This is an optimization exercise on Yosys and OpenROAD, whose aim is small area, a short achievable clock period and few clock cycles per item, not a production implementation.
Where RTL was checked, it was by simulation tests only, not by an equivalence proof against the original.
No activity file was given, so power comes from the tool's default toggle rates.

==> inputs of exp/quartz <==
// array_mul_top
module array_mul_top (
   input  logic        clk,
   input  logic        arst_n,
   input  logic        in_valid,
   input  logic        para_mode,
   input  logic [15:0] a,
   input  logic [15:0] b,
   output logic        out_valid,
   output logic [31:0] p
);
clock: 6.0 ns
lec_check: 0
cap_margin: 20
core_margin: 2
core_utilization: 40
gpl_timing_driven: 1
setup_slack_margin: 3.2
slew_margin: 20
synth_hierarchical: 1
synth_minimum_keep_size: 0
run.sh (not shown) runs the stock make flow with config.mk's settings and CLKGATE_MAP_FILE= SYNTH_SCRIPT=/design/flow/synth_recipe.tcl, a recipe that flattens the netlist after the stock synthesis.
==> exp/zinc (differences from exp/quartz) <==
GPL_TIMING_DRIVEN = not set   (was 1)
==> notes.md <==
Count of clock-buffer cells in the layout is the same in exp/quartz and exp/zinc. Power is the same in exp/zinc and exp/quartz. Cell count is the same in exp/zinc and exp/quartz. In routed wire length, exp/zinc and exp/quartz do not differ. In setup slack, exp/zinc and exp/quartz do not differ. In combinational power, exp/zinc and exp/quartz hardly differ. First-iteration DRC count is the same in exp/zinc and exp/quartz. In synthesized cell count, exp/zinc and exp/quartz do not differ. Global-route usage is the same in exp/quartz and exp/zinc. Sequential cell count is the same in exp/zinc and exp/quartz.
No run of this note included a check of the RTL's function; only the layout flow was run.

==> inputs of 10-10 <==
array_mul_top, a different RTL version from the one above (not shown whole).
export LEC_CHECK = 0
export CAP_MARGIN = 20
export CORE_MARGIN = 2
export CORE_UTILIZATION = 30
export CTS_BUF_LIST = sky130_fd_sc_hd__clkbuf_4 sky130_fd_sc_hd__clkbuf_8
export CTS_CLUSTER_SIZE = 20
export SETUP_SLACK_MARGIN = 3.0
export SLEW_MARGIN = 20
export SYNTH_HIERARCHICAL = 1
export SYNTH_MINIMUM_KEEP_SIZE = 0
create_clock -name core_clock -period 6.0 [get_ports {clk}]
standard.sh (not shown) runs the stock make flow with config.mk's settings and CLKGATE_MAP_FILE= SYNTH_SCRIPT=/design/flow/synth_recipe.tcl, a recipe that flattens the netlist after the stock synthesis.
==> flow/flow/run.sh <==
#!/bin/bash
# Own layout flow: the standard flow (standard.sh: the standard synthesis and ORFS steps,
# unchanged) with a few ORFS variables set on the make command line:
#  - port buffers made of sky130_fd_sc_hd__buf_1 (buffer_ports -buffer_cell), instead of the
#    delay cell buffer_ports picks by default; repair upsizes the critical ones;
#  - the delay cells (clkdlybuf4s*, dlygate*, dlymetal*) added to the platform's don't-use
#    list, so that repair buffers with plain buffers;
#  - clock tree of clkbuf_4/clkbuf_8 without dummy loads.
# make's full output goes to orfs_make.log in this folder; each ORFS step also keeps its own
# log under orfs/logs/.
set -euo pipefail
PLATFORM_DONT_USE="sky130_fd_sc_hd__probe_p_8 sky130_fd_sc_hd__probec_p_8 sky130_fd_sc_hd__lpflow_bleeder_1 sky130_fd_sc_hd__lpflow_clkbufkapwr_1 sky130_fd_sc_hd__lpflow_clkbufkapwr_16 sky130_fd_sc_hd__lpflow_clkbufkapwr_2 sky130_fd_sc_hd__lpflow_clkbufkapwr_4 sky130_fd_sc_hd__lpflow_clkbufkapwr_8 sky130_fd_sc_hd__lpflow_clkinvkapwr_1 sky130_fd_sc_hd__lpflow_clkinvkapwr_16 sky130_fd_sc_hd__lpflow_clkinvkapwr_2 sky130_fd_sc_hd__lpflow_clkinvkapwr_4 sky130_fd_sc_hd__lpflow_clkinvkapwr_8 sky130_fd_sc_hd__lpflow_decapkapwr_12 sky130_fd_sc_hd__lpflow_decapkapwr_3 sky130_fd_sc_hd__lpflow_decapkapwr_4 sky130_fd_sc_hd__lpflow_decapkapwr_6 sky130_fd_sc_hd__lpflow_decapkapwr_8 sky130_fd_sc_hd__lpflow_inputiso0n_1 sky130_fd_sc_hd__lpflow_inputiso0p_1 sky130_fd_sc_hd__lpflow_inputiso1n_1 sky130_fd_sc_hd__lpflow_inputiso1p_1 sky130_fd_sc_hd__lpflow_inputisolatch_1 sky130_fd_sc_hd__lpflow_isobufsrc_1 sky130_fd_sc_hd__lpflow_isobufsrc_16 sky130_fd_sc_hd__lpflow_isobufsrc_2 sky130_fd_sc_hd__lpflow_isobufsrc_4 sky130_fd_sc_hd__lpflow_isobufsrc_8 sky130_fd_sc_hd__lpflow_isobufsrckapwr_16 sky130_fd_sc_hd__lpflow_lsbuf_lh_hl_isowell_tap_1 sky130_fd_sc_hd__lpflow_lsbuf_lh_hl_isowell_tap_2 sky130_fd_sc_hd__lpflow_lsbuf_lh_hl_isowell_tap_4 sky130_fd_sc_hd__lpflow_lsbuf_lh_isowell_4 sky130_fd_sc_hd__lpflow_lsbuf_lh_isowell_tap_1 sky130_fd_sc_hd__lpflow_lsbuf_lh_isowell_tap_2 sky130_fd_sc_hd__lpflow_lsbuf_lh_isowell_tap_4"
DELAY_CELLS="sky130_fd_sc_hd__clkdlybuf4s15_1 sky130_fd_sc_hd__clkdlybuf4s15_2 sky130_fd_sc_hd__clkdlybuf4s18_1 sky130_fd_sc_hd__clkdlybuf4s18_2 sky130_fd_sc_hd__clkdlybuf4s25_1 sky130_fd_sc_hd__clkdlybuf4s25_2 sky130_fd_sc_hd__clkdlybuf4s50_1 sky130_fd_sc_hd__clkdlybuf4s50_2 sky130_fd_sc_hd__dlygate4sd1_1 sky130_fd_sc_hd__dlygate4sd2_1 sky130_fd_sc_hd__dlygate4sd3_1 sky130_fd_sc_hd__dlymetal6s2s_1 sky130_fd_sc_hd__dlymetal6s4s_1 sky130_fd_sc_hd__dlymetal6s6s_1"
bash standard.sh "BUFFER_PORTS_ARGS=-buffer_cell sky130_fd_sc_hd__buf_1" \
  "DONT_USE_CELLS=$PLATFORM_DONT_USE $DELAY_CELLS" \
  "CTS_ARGS=-sink_clustering_enable -repair_clock_nets -dont_use_dummy_load -buf_list {sky130_fd_sc_hd__clkbuf_4 sky130_fd_sc_hd__clkbuf_8} -sink_clustering_size 20" \
  finish > orfs_make.log 2>&1
==> 09-01 (differences from 10-10) <==
==> flow/flow/run.sh (replaced) <==
#!/bin/bash
# Own layout flow: the standard flow (standard.sh, unchanged steps) with three changes:
# port buffers of sky130_fd_sc_hd__buf_2, the delay cells (clkdlybuf4s*, dlygate*, dlymetal*)
# added to the platform's don't-use list so that repair uses plain buffers, and CTS without
# dummy loads. make's full output goes to orfs_make.log here; each ORFS step also keeps its
# own log under orfs/logs/.
set -euo pipefail
bash standard.sh "BUFFER_PORTS_ARGS=-buffer_cell sky130_fd_sc_hd__buf_2" \
  "DONT_USE_CELLS=sky130_fd_sc_hd__probe_p_8 sky130_fd_sc_hd__probec_p_8 sky130_fd_sc_hd__lpflow_bleeder_1 sky130_fd_sc_hd__lpflow_clkbufkapwr_1 sky130_fd_sc_hd__lpflow_clkbufkapwr_16 sky130_fd_sc_hd__lpflow_clkbufkapwr_2 sky130_fd_sc_hd__lpflow_clkbufkapwr_4 sky130_fd_sc_hd__lpflow_clkbufkapwr_8 sky130_fd_sc_hd__lpflow_clkinvkapwr_1 sky130_fd_sc_hd__lpflow_clkinvkapwr_16 sky130_fd_sc_hd__lpflow_clkinvkapwr_2 sky130_fd_sc_hd__lpflow_clkinvkapwr_4 sky130_fd_sc_hd__lpflow_clkinvkapwr_8 sky130_fd_sc_hd__lpflow_decapkapwr_12 sky130_fd_sc_hd__lpflow_decapkapwr_3 sky130_fd_sc_hd__lpflow_decapkapwr_4 sky130_fd_sc_hd__lpflow_decapkapwr_6 sky130_fd_sc_hd__lpflow_decapkapwr_8 sky130_fd_sc_hd__lpflow_inputiso0n_1 sky130_fd_sc_hd__lpflow_inputiso0p_1 sky130_fd_sc_hd__lpflow_inputiso1n_1 sky130_fd_sc_hd__lpflow_inputiso1p_1 sky130_fd_sc_hd__lpflow_inputisolatch_1 sky130_fd_sc_hd__lpflow_isobufsrc_1 sky130_fd_sc_hd__lpflow_isobufsrc_16 sky130_fd_sc_hd__lpflow_isobufsrc_2 sky130_fd_sc_hd__lpflow_isobufsrc_4 sky130_fd_sc_hd__lpflow_isobufsrc_8 sky130_fd_sc_hd__lpflow_isobufsrckapwr_16 sky130_fd_sc_hd__lpflow_lsbuf_lh_hl_isowell_tap_1 sky130_fd_sc_hd__lpflow_lsbuf_lh_hl_isowell_tap_2 sky130_fd_sc_hd__lpflow_lsbuf_lh_hl_isowell_tap_4 sky130_fd_sc_hd__lpflow_lsbuf_lh_isowell_4 sky130_fd_sc_hd__lpflow_lsbuf_lh_isowell_tap_1 sky130_fd_sc_hd__lpflow_lsbuf_lh_isowell_tap_2 sky130_fd_sc_hd__lpflow_lsbuf_lh_isowell_tap_4  sky130_fd_sc_hd__clkdlybuf4s15_1 sky130_fd_sc_hd__clkdlybuf4s15_2 sky130_fd_sc_hd__clkdlybuf4s18_1 sky130_fd_sc_hd__clkdlybuf4s18_2 sky130_fd_sc_hd__clkdlybuf4s25_1 sky130_fd_sc_hd__clkdlybuf4s25_2 sky130_fd_sc_hd__clkdlybuf4s50_1 sky130_fd_sc_hd__clkdlybuf4s50_2 sky130_fd_sc_hd__dlygate4sd1_1 sky130_fd_sc_hd__dlygate4sd2_1 sky130_fd_sc_hd__dlygate4sd3_1 sky130_fd_sc_hd__dlymetal6s2s_1 sky130_fd_sc_hd__dlymetal6s4s_1 sky130_fd_sc_hd__dlymetal6s6s_1" \
  "CTS_ARGS=-sink_clustering_enable -repair_clock_nets -dont_use_dummy_load -buf_list {sky130_fd_sc_hd__clkbuf_4 sky130_fd_sc_hd__clkbuf_8} -sink_clustering_size 20" \
  finish > orfs_make.log 2>&1
- CORE_UTILIZATION: 30 -> 40
==> 02-06 (differences from 10-10) <==
==> flow/run.sh (new file) <==
#!/bin/bash
# synth_recipe.tcl (not shown) runs the flow's synth.tcl, then flattens the netlist and writes it again
# the make line also repeats each setting of config.mk as NAME=value (left out here)
make -C /OpenROAD-flow-scripts/flow DESIGN_CONFIG=/design/flow/config.mk WORK_HOME=/design/flow/orfs CLKGATE_MAP_FILE= SYNTH_SCRIPT=/design/flow/synth_recipe.tcl finish
- CORE_UTILIZATION: 30 -> 60
- CTS_BUF_LIST: sky130_fd_sc_hd__clkbuf_4 sky130_fd_sc_hd__clkbuf_8 -> not set
- CTS_CLUSTER_SIZE: 20 -> not set
removed: flow/flow/run.sh
removed: flow/standard.sh
==> comparison <==
- Of 02-06 and 10-10, 02-06 has the higher core utilization (gap 38 points).
- Sequential power is about the same in 02-06 and 10-10.
- Sequential share of layout area: 02-06 < 10-10 < 09-01.
- The highest worst hold slack belongs to 02-06, the lowest to 09-01.
- Of 02-06 and 09-01, 09-01 has the higher critical path depth (gap 2).
- First-iteration DRC count: 09-01 < 10-10 < 02-06.
- The highest maximum frequency belongs to 09-01, the lowest to 02-06.
- Die area: 02-06 < 09-01 < 10-10.
==> figures <==
Run status: 02-06 finished clean; 09-01 finished clean; 10-10 finished clean
Worst Hold Endpoint: 02-06 p0_q2; 09-01 p1_q2; 10-10 sm2_q2
Switch share: 02-06 0.377; 09-01 0.388; 10-10 0.399
Worst-case hold slack: 02-06 0.331 ns; 09-01 0.328 ns; 10-10 0.330 ns
Critical Path Stages: 02-06 5; 09-01 7; 10-10 5
Die footprint: 02-06 0.0181 sq mm; 09-01 0.0268 sq mm; 10-10 0.0355 sq mm
Proportion of power drawn by the clock network: 02-06 0.182; 09-01 0.117; 10-10 0.115
Critical Path Sink: 02-06 p[31]; 09-01 fs75_q1; 10-10 p[27]
GR met3 Demand/Resource: 02-06 0.0729; 09-01 0.0407; 10-10 0.0317
Layout cell share with drive strength beyond 1: 02-06 0.275; 09-01 0.272; 10-10 0.244
Wire length of the first global-routing pass: 02-06 37500 um; 09-01 35500 um; 10-10 36600 um
Area added between synthesis and finish: 02-06 18.0%; 09-01 13.0%; 10-10 14.0%
Switching Power: 02-06 2.19 mW; 09-01 1.99 mW; 10-10 2.09 mW
Post-Place Worst Slack: 02-06 1.44 ns; 09-01 2.14 ns; 10-10 1.90 ns
Fraction of area in registers: 02-06 0.271; 09-01 0.283; 10-10 0.280
Via count of the first global-routing pass: 02-06 7226; 09-01 6718; 10-10 6866
Clock buf/inv share: 02-06 0.0483; 09-01 0.0203; 10-10 0.0201
Testbench counts of 10-10, summed over its fixed seeds: cycles 4,008, items 4,000.
Testbench counts of 09-01, summed over its fixed seeds: cycles 4,008, items 4,000.
Testbench counts of 02-06, summed over its fixed seeds: cycles 4,008, items 4,000.

==> static timing again, ports no longer ideal <==
In the flow no input, the clock included, has a driving cell. The finished layouts below were timed again as built, in two steps. Step 1: set_driving_cell puts a clkbuf_16 on clk and a buf_2 on each other input, an assumption about the parent block. Step 2, shift: input delay + t, output delay - t, t = (earliest + latest rising clock arrival at the registers) / 2. This alone moves slack from input paths to output paths. Three values: ideal, step 1, step 2; two values: the first two.
run | shift t [ns] | setup WS [ns] | worst hold slack (ns)
exp/quartz | 0.469 | 2.598 / 2.598 / 2.598 | 0.319 / 0.319 / 0.319
exp/zinc | 0.469 | 2.598 / 2.598 / 2.598 | 0.319 / 0.319 / 0.319
10-10 | 0.496 | 2.991 / 2.947 / 2.536 | 0.330 / 0.330 / 0.330
09-01 | 0.491 | 3.003 / 3.002 / 2.534 | 0.328 / 0.328 / 0.328
02-06 | 0.464 | 2.991 / 2.946 / 2.552 | 0.331 / 0.331 / 0.331
After both steps every run listed still meets setup and hold. The setup slack of 09-01, which loses most, moves by -0.001 ns with the drivers and by -0.469 ns with both steps.
